This is an optimization exercise on Yosys and OpenROAD, whose aim is small area and a short achievable clock period, not a production implementation.
Only simulation tests tie the RTL to the original design; equivalence was not proved.
The flow treats the clock pin as an ideal source, which a real chip does not have.
No activity file was given, so power comes from the tool's default toggle rates.

==> inputs of v19 <==
==> flow/design.v (excerpt) <==
module spi_acl_responder #(
  parameter int          ADDR_W  = 6,
  parameter logic [7:0]  DEVID   = 8'hAD,
  parameter int          SYNC_FF = 2
) (
  input  logic              CLK,
  input  logic              RST,
  input  logic              SCLK,
  input  logic              SS,
  input  logic              SDI,
  output logic              SDO,
  input  logic              smp_valid,
  input  logic [7:0]        smp_x,
  input  logic [7:0]        smp_y,
  input  logic [7:0]        smp_z,
  output logic [7:0]        pwr_ctl,
  output logic              wr_stb,
  output logic [ADDR_W-1:0] wr_addr,
  output logic [7:0]        wr_data,
  output logic              frame_done,
  output logic              cmd_err
);
==> flow/config.mk <==
export PLATFORM = sky130hd
export DESIGN_NAME = spi_acl_responder
export DESIGN_NICKNAME = spi_acl_responder
export VERILOG_FILES = /design/flow/design.v
export SDC_FILE = /design/flow/constraint.sdc
export NUM_CORES = 4
export LEC_CHECK = 0
export ABC_AREA = 1
export ABC_CLOCK_PERIOD_IN_PS = 2200
export CAP_MARGIN = 20
export CORE_MARGIN = 2
export CORE_UTILIZATION = 65
export CTS_BUF_LIST = sky130_fd_sc_hd__clkbuf_16
export CTS_CLUSTER_DIAMETER = 60
export CTS_CLUSTER_SIZE = 30
export PLACE_DENSITY = 0.75
export SETUP_SLACK_MARGIN = 3.9
export SLEW_MARGIN = 20
export TNS_END_PERCENT = 20
==> flow/constraint.sdc <==
create_clock -name core_clock -period 6.0 [get_ports {CLK}]
set_input_delay 1.2000 -clock core_clock [delete_from_list [all_inputs] [get_ports {CLK}]]
set_output_delay 1.2000 -clock core_clock [all_outputs]
set_load 0.01 [all_outputs]
standard.sh (not shown) runs the stock make flow with config.mk's settings and CLKGATE_MAP_FILE= SYNTH_SCRIPT=/design/flow/synth_recipe.tcl, a recipe that flattens the netlist after the stock synthesis.
==> flow/flow/run.sh <==
#!/bin/bash
set -euo pipefail
export BUFFER_PORTS_ARGS="-buffer_cell sky130_fd_sc_hd__buf_2"
export CTS_ARGS="-sink_clustering_enable -repair_clock_nets -sink_clustering_size 30 -sink_clustering_max_diameter 60 -buf_list sky130_fd_sc_hd__clkbuf_16 -dont_use_dummy_load"
export POST_CTS_TCL="$PWD/flow/quad_clk.tcl"
bash standard.sh > standard.log 2>&1
==> flow/flow/quad_clk.tcl <==
# Rebuild the top of the clock tree that CTS made (root buffer -> first-level buffers -> leaf
# buffers): the leaf buffers are split into four groups by location (halves in x, then halves
# in y), and each group is driven by one clock buffer that takes the clock straight from the CLK
# port (4 cells, the port's fanout limit). Every register's clock path loses one buffer stage
# alike; the leaf buffers and everything below them are kept as CTS made them. The four group
# drivers are clkbuf_16.
proc quad_clock_tree {} {
  set block [ord::get_db_block]
  set clknet [$block findNet CLK]
  set rits {}
  foreach it [$clknet getITerms] { if {[$it isInputSignal]} { lappend rits $it } }
  if {[llength $rits] != 1} { puts "quad: [llength $rits] root pins, left alone"; return }
  set root [[lindex $rits 0] getInst]
  set rootnet [[$root findITerm X] getNet]
  set mids {}
  foreach it [$rootnet getITerms] { if {[$it isInputSignal]} { lappend mids [$it getInst] } }
  set leaves {}
  foreach mid $mids {
    set mnet [[$mid findITerm X] getNet]
    foreach it [$mnet getITerms] {
      if {![$it isInputSignal]} { continue }
      if {![string match "*clkbuf*" [[[$it getInst] getMaster] getName]]} {
        puts "quad: first level drives a non-buffer, left alone"; return
      }
      set box [[$it getInst] getBBox]
      lappend leaves [list $it [expr {([$box xMin] + [$box xMax]) / 2}] [expr {([$box yMin] + [$box yMax]) / 2}]]
    }
  }
  if {[llength $leaves] < 8} { puts "quad: only [llength $leaves] leaf buffers, left alone"; return }
  # Split by x, then each half by y.
  set byx [lsort -integer -index 1 $leaves]
  set h [expr {[llength $byx] / 2}]
  set groups {}
  foreach half [list [lrange $byx 0 [expr {$h - 1}]] [lrange $byx $h end]] {
    set byy [lsort -integer -index 2 $half]
    set q [expr {[llength $byy] / 2}]
    lappend groups [lrange $byy 0 [expr {$q - 1}]] [lrange $byy $q end]
  }
  # Drivers and nets: reuse the root and first-level buffers and their nets, make the rest.
  set master [[ord::get_db] findMaster sky130_fd_sc_hd__clkbuf_16]
  set drivers [concat [list $root] $mids]
  foreach d $drivers { if {[$d getMaster] ne $master} { $d swapMaster $master } }
  set nets {}
  foreach d $drivers { lappend nets [[$d findITerm X] getNet] }
  set k 0
  while {[llength $drivers] < 4} {
    lappend drivers [odb::dbInst_create $block $master "clkbuf_quad_$k"]
    set n [odb::dbNet_create $block "clknet_quad_$k"]
    $n setSigType CLOCK
    lappend nets $n
    incr k
  }
  # Disconnect the old top of the tree.
  foreach d $drivers {
    foreach pin {A X} {
      set it [$d findITerm $pin]
      if {[$it getNet] ne "NULL" && [$it getNet] ne ""} { $it disconnect }
    }
  }
  foreach l $leaves { [lindex $l 0] disconnect }
  # Connect and place each group's driver at its leaves' centroid.
  for {set g 0} {$g < 4} {incr g} {
    set d [lindex $drivers $g]
    set n [lindex $nets $g]
    [$d findITerm A] connect $clknet
    [$d findITerm X] connect $n
    set sx 0; set sy 0
    foreach l [lindex $groups $g] {
      [lindex $l 0] connect $n
      incr sx [lindex $l 1]; incr sy [lindex $l 2]
    }
    set cnt [llength [lindex $groups $g]]
    $d setLocation [expr {$sx / $cnt}] [expr {$sy / $cnt}]
    $d setPlacementStatus PLACED
  }
  global_connect
  detailed_placement
  puts "quad: CLK drives 4 clock buffers, over [llength $leaves] leaf buffers in groups of [join [lmap g $groups {llength $g}] {, }]"
}
quad_clock_tree
==> v30: changes against v19 <==
==> flow/design.v (replaced) <==
`timescale 1ns/1ps
module spi_acl_responder #(
  parameter int          ADDR_W  = 6,
  parameter logic [7:0]  DEVID   = 8'hAD,
  parameter int          SYNC_FF = 2
) (
  input  logic              CLK,
  input  logic              RST,
  input  logic              SCLK,
  input  logic              SS,
  input  logic              SDI,
  output logic              SDO,
  input  logic              smp_valid,
  input  logic [7:0]        smp_x,
  input  logic [7:0]        smp_y,
  input  logic [7:0]        smp_z,
  output logic [7:0]        pwr_ctl,
  output logic              wr_stb,
  output logic [ADDR_W-1:0] wr_addr,
  output logic [7:0]        wr_data,
  output logic              frame_done,
  output logic              cmd_err
);
  localparam logic [7:0] CMD_WR = 8'h0A;
  localparam logic [7:0] CMD_RD = 8'h0B;
  localparam logic [5:0] A_DEV  = 6'h00;
  localparam logic [5:0] A_X    = 6'h08;
  localparam logic [5:0] A_Y    = 6'h09;
  localparam logic [5:0] A_Z    = 6'h0A;
  localparam logic [5:0] A_PWR  = 6'h2D;
  typedef enum logic [2:0] {
    S_IDLE, S_CMD, S_ADDR, S_WDATA, S_RDATA, S_IGNORE
  } state_t;
  state_t state, state_next;
  logic [1:0] sclk_sync, ss_sync, sdi_sync;
  logic sclk_s, ss_s, sdi_s, sclk_d, ss_d;
  logic rise, fall, rise_nx, ss_rise, ss_fall, active;
  logic [2:0] bit_cnt;
  logic [7:0] sr, rx_next, rx_pre, tx_next;
  logic [5:0] addr, addr_inc;
  logic       addr_bad, is_rd, got_byte, read_only;
  logic       bd_pre, byte_done, c_wr, c_rd, wr_en, tx_load, tx_shift, rx_shift, to_rdata;
  logic       sdo_q;
  logic [7:0] pwr_q, smp_xq, smp_yq, smp_zq;
  logic       smp_ok;
  logic [5:0] pre_addr;
  logic       pre_bad, f_dev, f_smp, f_y, f_z, f_pwr, f_c0, f_c1;
  logic [7:0] ld_val, smp_sel;
  logic [2:0] rot8, rot7, rot5;
  logic       clr;
  logic [4:0] pa;
  logic [2:0] hl [8];
  logic [7:0] tail [8];
  logic [7:0] ins;
  logic [5:0] ins_addr;
  logic [7:0] ins_data;
  logic [7:0] tail_sel;
  logic [2:0] cap_sel;
  logic       cap0, cap1;
  logic [7:0] cand0, cand1;
  assign sclk_s  = sclk_sync[1];
  assign ss_s    = ss_sync[1];
  assign sdi_s   = sdi_sync[1];
  assign rise    = sclk_s & ~sclk_d;
  assign fall    = ~sclk_s & sclk_d;
  assign rise_nx = sclk_sync[0] & ~sclk_s;
  assign ss_rise = ss_s & ~ss_d;
  assign ss_fall = ~ss_s & ss_d;
  assign active    = (state != S_IDLE) && !ss_s;
  assign rx_next   = {sr[6:0], sdi_s};
  assign rx_pre    = {sr[6:0], sdi_s};
  assign read_only = (addr == A_DEV) || (addr == A_X) || (addr == A_Y) || (addr == A_Z);
  assign addr_inc  = addr + 6'd1;
  assign bd_pre    = !RST && rise_nx && active && (bit_cnt == 3'd7);
  assign pwr_ctl = pwr_q;
  assign SDO     = sdo_q;
  always_ff @(posedge CLK) begin
    sclk_sync <= {sclk_sync[0], SCLK};
    sdi_sync  <= {sdi_sync[0], SDI};
    sclk_d    <= sclk_s;
    if (RST) begin
      ss_sync <= '0;
      ss_d    <= 1'b0;
    end else begin
      ss_sync <= {ss_sync[0], SS};
      ss_d    <= ss_s;
    end
  end
  always_ff @(posedge CLK) begin
    byte_done <= bd_pre;
    c_wr      <= rx_pre == CMD_WR;
    c_rd      <= rx_pre == CMD_RD;
    wr_en     <= bd_pre && state == S_WDATA && !addr_bad && !read_only;
  end
  always_ff @(posedge CLK) begin
    if (RST) state <= S_IDLE;
    else     state <= state_next;
  end
  always_comb begin
    state_next = state;
    if (ss_s) begin
      state_next = S_IDLE;
    end else begin
      case (state)
        S_IDLE:  if (ss_fall) state_next = S_CMD;
        S_CMD:   if (byte_done) state_next = (c_wr || c_rd) ? S_ADDR : S_IGNORE;
        S_ADDR:  if (byte_done) state_next = is_rd ? S_RDATA : S_WDATA;
        default: state_next = state;
      endcase
    end
  end
  always_comb begin
    if (state == S_ADDR) begin
      pre_addr = rx_pre[5:0];
      pre_bad  = rx_pre[7:6] != 2'b00;
    end else begin
      pre_addr = addr_inc;
      pre_bad  = addr_bad;
    end
  end
  always_ff @(posedge CLK) begin
    f_dev <= !pre_bad && pre_addr == A_DEV;
    f_smp <= !pre_bad && (pre_addr == A_X || pre_addr == A_Y || pre_addr == A_Z);
    f_y   <= pre_addr[0];
    f_z   <= pre_addr[1];
    f_pwr <= !pre_bad && pre_addr == A_PWR;
    f_c0  <= !pre_bad && !pre_addr[0] && pre_addr != A_DEV && pre_addr != A_X && pre_addr != A_Z;
    f_c1  <= !pre_bad && pre_addr[0] && pre_addr != A_Y && pre_addr != A_PWR;
  end
  assign smp_sel = f_z ? smp_zq : f_y ? smp_yq : smp_xq;
  assign ld_val  = ({8{f_dev}} & DEVID) | ({8{f_smp && smp_ok}} & smp_sel) | ({8{f_pwr}} & pwr_q) |
                   ({8{f_c0}} & cand0) | ({8{f_c1}} & cand1);
  assign to_rdata = (state == S_ADDR && is_rd) || state == S_RDATA;
  assign tx_load  = byte_done && to_rdata;
  assign tx_shift = active && state == S_RDATA && fall && bit_cnt != 3'd0;
  assign rx_shift = active && state != S_RDATA && rise;
  assign tx_next  = tx_load ? ld_val : tx_shift ? {sr[6:0], 1'b0} : rx_shift ? rx_next : sr;
  always_ff @(posedge CLK) begin
    sr <= tx_next;
    if (!active) begin
      bit_cnt  <= '0;
      got_byte <= 1'b0;
    end else begin
      if (rise) bit_cnt <= bit_cnt + 3'd1;
      if (byte_done) got_byte <= 1'b1;
      if (byte_done && state == S_CMD) is_rd <= c_rd;
      if (byte_done && state == S_ADDR) begin
        addr     <= rx_next[5:0];
        addr_bad <= rx_next[7:6] != 2'b00;
      end else if (byte_done && (state == S_WDATA || state == S_RDATA)) begin
        addr     <= addr_inc;
      end
    end
  end
  always_ff @(posedge CLK) begin
    if (RST) sdo_q <= 1'b0;
    else     sdo_q <= to_rdata && !ss_s && !ss_sync[0] && (state == S_RDATA || byte_done) && tx_next[7];
  end
  always_ff @(posedge CLK) begin
    if (RST) pwr_q <= 8'h00;
    else if (wr_en && addr == A_PWR) pwr_q <= rx_next;
    if (smp_valid) begin
      smp_xq <= smp_x;
      smp_yq <= smp_y;
      smp_zq <= smp_z;
    end
    if (RST) smp_ok <= 1'b0;
    else if (smp_valid) smp_ok <= 1'b1;
  end
  always_ff @(posedge CLK) begin
    if (RST) begin
      rot8 <= 3'd0;
      rot7 <= 3'd1;
      rot5 <= 3'd3;
      clr  <= 1'b1;
    end else begin
      rot8 <= rot8 + 3'd1;
      rot7 <= (rot7 == 3'd7) ? 3'd1 : rot7 + 3'd1;
      rot5 <= (rot5 == 3'd7) ? 3'd3 : rot5 + 3'd1;
      if (rot8 == 3'd7) clr <= 1'b0;
    end
  end
  assign hl[0] = rot7;
  assign hl[1] = rot5;
  assign hl[2] = rot8;
  assign hl[3] = rot8;
  assign hl[4] = rot8;
  assign hl[5] = (rot7 == 3'd5) ? 3'd0 : rot7;
  assign hl[6] = rot8;
  assign hl[7] = rot8;
  function automatic int rlen(input int r);
    case (r)
      0:       rlen = 7;
      1:       rlen = 5;
      5:       rlen = 7;
      default: rlen = 8;
    endcase
  endfunction
  always_ff @(posedge CLK) begin
    ins_addr <= wr_addr;
    if (RST) ins_data <= 8'h00;
    else     ins_data <= wr_data;
  end
  for (genvar r = 0; r < 8; r++) begin : g_ins
    assign ins[r] = clr || (ins_addr[5:3] == 3'(r) && ins_addr[2:0] == hl[r]);
  end
  for (genvar r = 0; r < 8; r++) begin : g_ring
    localparam int L = rlen(r);
    logic [8*L-1:0] q;
    assign tail[r] = q[8*L-1:8*L-8];
    always_ff @(posedge CLK) q <= {ins[r] ? ins_data : q[7:0], q[8*L-1:8]};
  end
  always_comb begin
    if (state == S_ADDR) pa = (bit_cnt == 3'd7) ? sr[4:0] : {sr[3:0], sdi_s};
    else                 pa = addr_inc[5:1];
  end
  always_ff @(posedge CLK) begin
    cap_sel <= pa[4:2];
    cap0    <= hl[pa[4:2]] == {pa[1:0], 1'b0};
    cap1    <= hl[pa[4:2]] == {pa[1:0], 1'b1};
  end
  assign tail_sel = tail[cap_sel];
  always_ff @(posedge CLK) begin
    if (cap0) cand0 <= tail_sel;
    if (cap1) cand1 <= tail_sel;
  end
  always_ff @(posedge CLK) begin
    if (RST) begin
      wr_stb     <= 1'b0;
      wr_addr    <= '0;
      wr_data    <= '0;
      frame_done <= 1'b0;
      cmd_err    <= 1'b0;
    end else begin
      wr_stb     <= wr_en;
      frame_done <= ss_rise && got_byte;
      if (wr_en) begin
        wr_addr <= addr;
        wr_data <= rx_next;
      end
      if (byte_done && state == S_CMD && !c_wr && !c_rd)
        cmd_err <= 1'b1;
    end
  end
endmodule
--- a/flow/flow/quad_clk.tcl
+++ b/flow/flow/quad_clk.tcl
@@ -1,12 +1,11 @@
 # Rebuild the top of the clock tree that CTS made (root buffer -> first-level buffers -> leaf
 # buffers): the leaf buffers are split into four groups by location (halves in x, then halves
 # in y), and each group is driven by one clock buffer that takes the clock straight from the CLK
 # port (4 cells, the port's fanout limit). Every register's clock path loses one buffer stage
-# alike; the leaf buffers and everything below them are kept as CTS made them. The four group
-# drivers are clkbuf_16.
+# alike; the leaf buffers and everything below them are kept as CTS made them.
 proc quad_clock_tree {} {
   set block [ord::get_db_block]
   set clknet [$block findNet CLK]
   set rits {}
   foreach it [$clknet getITerms] { if {[$it isInputSignal]} { lappend rits $it } }
   if {[llength $rits] != 1} { puts "quad: [llength $rits] root pins, left alone"; return }
@@ -36,13 +35,12 @@
     set q [expr {[llength $byy] / 2}]
     lappend groups [lrange $byy 0 [expr {$q - 1}]] [lrange $byy $q end]
   }
   # Drivers and nets: reuse the root and first-level buffers and their nets, make the rest.
   set master [[ord::get_db] findMaster sky130_fd_sc_hd__clkbuf_16]
   set drivers [concat [list $root] $mids]
-  foreach d $drivers { if {[$d getMaster] ne $master} { $d swapMaster $master } }
   set nets {}
   foreach d $drivers { lappend nets [[$d findITerm X] getNet] }
   set k 0
   while {[llength $drivers] < 4} {
     lappend drivers [odb::dbInst_create $block $master "clkbuf_quad_$k"]
     set n [odb::dbNet_create $block "clknet_quad_$k"]
--- a/flow/config.mk
+++ b/flow/config.mk
@@ -6,14 +6,13 @@
 export NUM_CORES = 4
 export LEC_CHECK = 0
 export ABC_AREA = 1
 export ABC_CLOCK_PERIOD_IN_PS = 2200
 export CAP_MARGIN = 20
 export CORE_MARGIN = 2
-export CORE_UTILIZATION = 65
+export CORE_UTILIZATION = 75
 export CTS_BUF_LIST = sky130_fd_sc_hd__clkbuf_16
 export CTS_CLUSTER_DIAMETER = 60
 export CTS_CLUSTER_SIZE = 30
-export PLACE_DENSITY = 0.75
-export SETUP_SLACK_MARGIN = 3.9
+export PLACE_DENSITY = 0.85
+export SETUP_SLACK_MARGIN = 4.0
 export SLEW_MARGIN = 20
-export TNS_END_PERCENT = 20
==> v28: changes against v19 <==
--- a/flow/design.v
+++ b/flow/design.v
@@ -31,19 +31,19 @@
   typedef enum logic [2:0] {
     S_IDLE, S_CMD, S_ADDR, S_WDATA, S_RDATA, S_IGNORE
   } state_t;
   state_t state, state_next;
   logic [1:0] sclk_sync, ss_sync, sdi_sync;
   logic sclk_s, ss_s, sdi_s, sclk_d, ss_d;
-  logic rise, fall, ss_rise, ss_fall, active;
+  logic rise, fall, rise_nx, ss_rise, ss_fall, active;
   logic [2:0] bit_cnt;
   logic [7:0] sr, rx_next, rx_pre, tx_next;
   logic [5:0] addr, addr_inc;
   logic       addr_bad, is_rd, got_byte, read_only;
-  logic       byte_done, c_wr, c_rd, wr_ok_q, wr_en, tx_load, tx_shift, rx_shift, to_rdata;
-  logic       sdo_n, ss_o;
+  logic       bd_pre, byte_done, c_wr, c_rd, wr_en, tx_load, tx_shift, rx_shift, to_rdata;
+  logic       sdo_q;
   logic [7:0] pwr_q, smp_xq, smp_yq, smp_zq;
   logic       smp_ok;
   logic [5:0] pre_addr;
   logic       pre_bad, f_dev, f_smp, f_y, f_z, f_c0, f_c1;
   logic [7:0] ld_val, smp_sel;
   logic [3:0] rot;
@@ -61,43 +61,41 @@
   logic [7:0] cand0, cand1;
   assign sclk_s  = sclk_sync[1];
   assign ss_s    = ss_sync[1];
   assign sdi_s   = sdi_sync[1];
   assign rise    = sclk_s & ~sclk_d;
   assign fall    = ~sclk_s & sclk_d;
+  assign rise_nx = sclk_sync[0] & ~sclk_s;
   assign ss_rise = ss_s & ~ss_d;
   assign ss_fall = ~ss_s & ss_d;
   assign active    = (state != S_IDLE) && !ss_s;
   assign rx_next   = {sr[6:0], sdi_s};
   assign rx_pre    = {sr[6:0], sdi_s};
   assign read_only = (addr == A_DEV) || (addr == A_X) || (addr == A_Y) || (addr == A_Z);
   assign addr_inc  = addr + 6'd1;
-  assign byte_done = active && rise && (bit_cnt == 3'd7);
+  assign bd_pre    = !RST && rise_nx && active && (bit_cnt == 3'd7);
   assign pwr_ctl = pwr_q;
-  assign SDO     = !(sdo_n || ss_o);
-  always_ff @(posedge CLK) begin
+  assign SDO     = sdo_q;
+  always_ff @(posedge CLK) begin
+    sclk_sync <= {sclk_sync[0], SCLK};
+    sdi_sync  <= {sdi_sync[0], SDI};
+    sclk_d    <= sclk_s;
     if (RST) begin
-      sclk_sync <= '0;
-      ss_sync   <= '0;
-      sdi_sync  <= '0;
-      sclk_d    <= 1'b0;
-      ss_d      <= 1'b0;
-    end else begin
-      sclk_sync <= {sclk_sync[0], SCLK};
-      ss_sync   <= {ss_sync[0], SS};
-      sdi_sync  <= {sdi_sync[0], SDI};
-      sclk_d    <= sclk_s;
-      ss_d      <= ss_s;
-    end
-  end
-  always_ff @(posedge CLK) begin
-    c_wr    <= rx_pre == CMD_WR;
-    c_rd    <= rx_pre == CMD_RD;
-    wr_ok_q <= state == S_WDATA && !addr_bad && !read_only;
-  end
-  assign wr_en = byte_done && wr_ok_q;
+      ss_sync <= '0;
+      ss_d    <= 1'b0;
+    end else begin
+      ss_sync <= {ss_sync[0], SS};
+      ss_d    <= ss_s;
+    end
+  end
+  always_ff @(posedge CLK) begin
+    byte_done <= bd_pre;
+    c_wr      <= rx_pre == CMD_WR;
+    c_rd      <= rx_pre == CMD_RD;
+    wr_en     <= bd_pre && state == S_WDATA && !addr_bad && !read_only;
+  end
   always_ff @(posedge CLK) begin
     if (RST) state <= S_IDLE;
     else     state <= state_next;
   end
   always_comb begin
     state_next = state;
@@ -152,15 +150,14 @@
       end else if (byte_done && (state == S_WDATA || state == S_RDATA)) begin
         addr     <= addr_inc;
       end
     end
   end
   always_ff @(posedge CLK) begin
-    ss_o <= ss_sync[0];
-    if (RST) sdo_n <= 1'b1;
-    else     sdo_n <= !(to_rdata && !ss_s && (state == S_RDATA || byte_done) && tx_next[7]);
+    if (RST) sdo_q <= 1'b0;
+    else     sdo_q <= to_rdata && !ss_s && !ss_sync[0] && (state == S_RDATA || byte_done) && tx_next[7];
   end
   always_ff @(posedge CLK) begin
     if (RST) pwr_q <= 8'h00;
     else if (wr_en && addr == A_PWR) pwr_q <= rx_next;
     if (smp_valid) begin
       smp_xq <= smp_x;
--- a/flow/config.mk
+++ b/flow/config.mk
@@ -13,7 +13,6 @@
 export CTS_BUF_LIST = sky130_fd_sc_hd__clkbuf_16
 export CTS_CLUSTER_DIAMETER = 60
 export CTS_CLUSTER_SIZE = 30
 export PLACE_DENSITY = 0.75
 export SETUP_SLACK_MARGIN = 3.9
 export SLEW_MARGIN = 20
-export TNS_END_PERCENT = 20
==> v14: changes against v19 <==
--- a/flow/config.mk
+++ b/flow/config.mk
@@ -11,9 +11,8 @@
 export CORE_MARGIN = 2
 export CORE_UTILIZATION = 65
 export CTS_BUF_LIST = sky130_fd_sc_hd__clkbuf_16
 export CTS_CLUSTER_DIAMETER = 60
 export CTS_CLUSTER_SIZE = 30
 export PLACE_DENSITY = 0.75
-export SETUP_SLACK_MARGIN = 3.9
+export SETUP_SLACK_MARGIN = 4.0
 export SLEW_MARGIN = 20
-export TNS_END_PERCENT = 20
==> qor.yml <==
status:
  outcome: "timing/DRC/antenna clean"
layout:
  seq_cells: 618
power_and_ir_drop:
  pwr-share-seq_pct: 66.4
route:
  avgViaCountPerCell: 5.04
logic_synthesis:
  yosys.area_share.simple_pct: 7.76
  synthMuxAreaShare_pct: 0.849
min_path:
  hold_start: "ring_2[68]"
worst_setup_path:
  crit_path_max_incr_delay_ns: 0.31
die:
  die_w_um: 161
  rows: 57
-- figures above: v14

==> qor.yml <==
power_and_ir_drop:
  p_comb_share_pct: 1.2
  pwr-share-seq_pct: 66.4
timing:
  whs_ns: 0.275
layout:
  fillers: 1587
  seq_cells: 618
  final_cell_mix: "556 x dfxtp_1, 159 x nand2_1, 134 x inv_1"
die:
  rows: 57
  die_w_um: 161
worst_setup_path:
  startpoint_type: "flip-flop"
  reg2reg_depth: 4
status:
  outcome: "timing/DRC/antenna clean"
min_path:
  hold_start: "ring_2[68]"
placement:
  dp_slack_ns: 3.57
route:
  dr_total_vias: 8289
logic_synthesis:
  synthMuxAreaShare_pct: 0.849
  yosys.area_share.simple_pct: 7.76
-- figures above: v19

==> qor.yml <==
status:
  outcome: "timing/DRC/antenna clean"
logic_synthesis:
  syn_inst: 1285
  synthMuxAreaShare_pct: 3.83
layout:
  utilization_pct: 85.2
  seq_cells: 610
  fillers: 930
  regMostFlops: "g_ring.q"
placement:
  port_buffers: 55
  dp_slack_ns: 3.59
route:
  avgViaCountPerCell: 5.83
grt:
  overflow: 0
die:
  rows: 54
  die_w_um: 153
min_path:
  hold_start: "g_ring[4].q[9]"
  hold_depth: 0
worst_setup_path:
  crit_path_max_incr_delay_ns: 0.52
power_and_ir_drop:
  power_combinational_uw: 464
-- figures above: v30

==> qor.yml <==
grt:
  grt_pass1_wl_um: 41600
route:
  wl_per_cell_um: 16.0
  avgViaCountPerCell: 5.02
layout:
  seq_cells: 618
power_and_ir_drop:
  clkPwrFrac_pct: 30.6
status:
  outcome: "timing/DRC/antenna clean"
die:
  rows: 57
min_path:
  hold_start: "ring_1[55]"
logic_synthesis:
  yosys.area_share.simple_pct: 6.96
-- figures above: v28

## separate check: timing with driven ports
Ports are ideal in the flow. The routed layouts listed here were re-timed in OpenROAD. Step 1 (the two cells are an assumption about what drives the block):
set clk [get_ports {CLK}]
set_driving_cell -lib_cell sky130_fd_sc_hd__clkbuf_16 $clk
set_driving_cell -lib_cell sky130_fd_sc_hd__buf_2 [delete_from_list [all_inputs] $clk]
Step 2 times the ports against the registers' clock, not the clock port: input delays grow and output delays shrink by t, the midpoint of the rising clock arrivals with the driver on. Three values: ideal ports, drivers, drivers and shift; two values: the first two.
run	t (ns)	setup WS [ns]	clock arrival spread, ns	cell pins on the clock port's net
v19	0.432	3.889 / 3.811 / 3.592	0.062 / 0.062	4
v30	0.448	3.817 / 3.812 / 3.595	0.071 / 0.071	4
v28	0.436	3.972 / 3.872 / 3.636	0.055 / 0.056	4
v14	0.434	3.917 / 3.812 / 3.710	0.062 / 0.063	4
After both steps every run listed still meets setup and hold. For v28, which loses most, drivers alone change the setup slack by -0.100 ns; drivers and shift together by -0.336 ns.
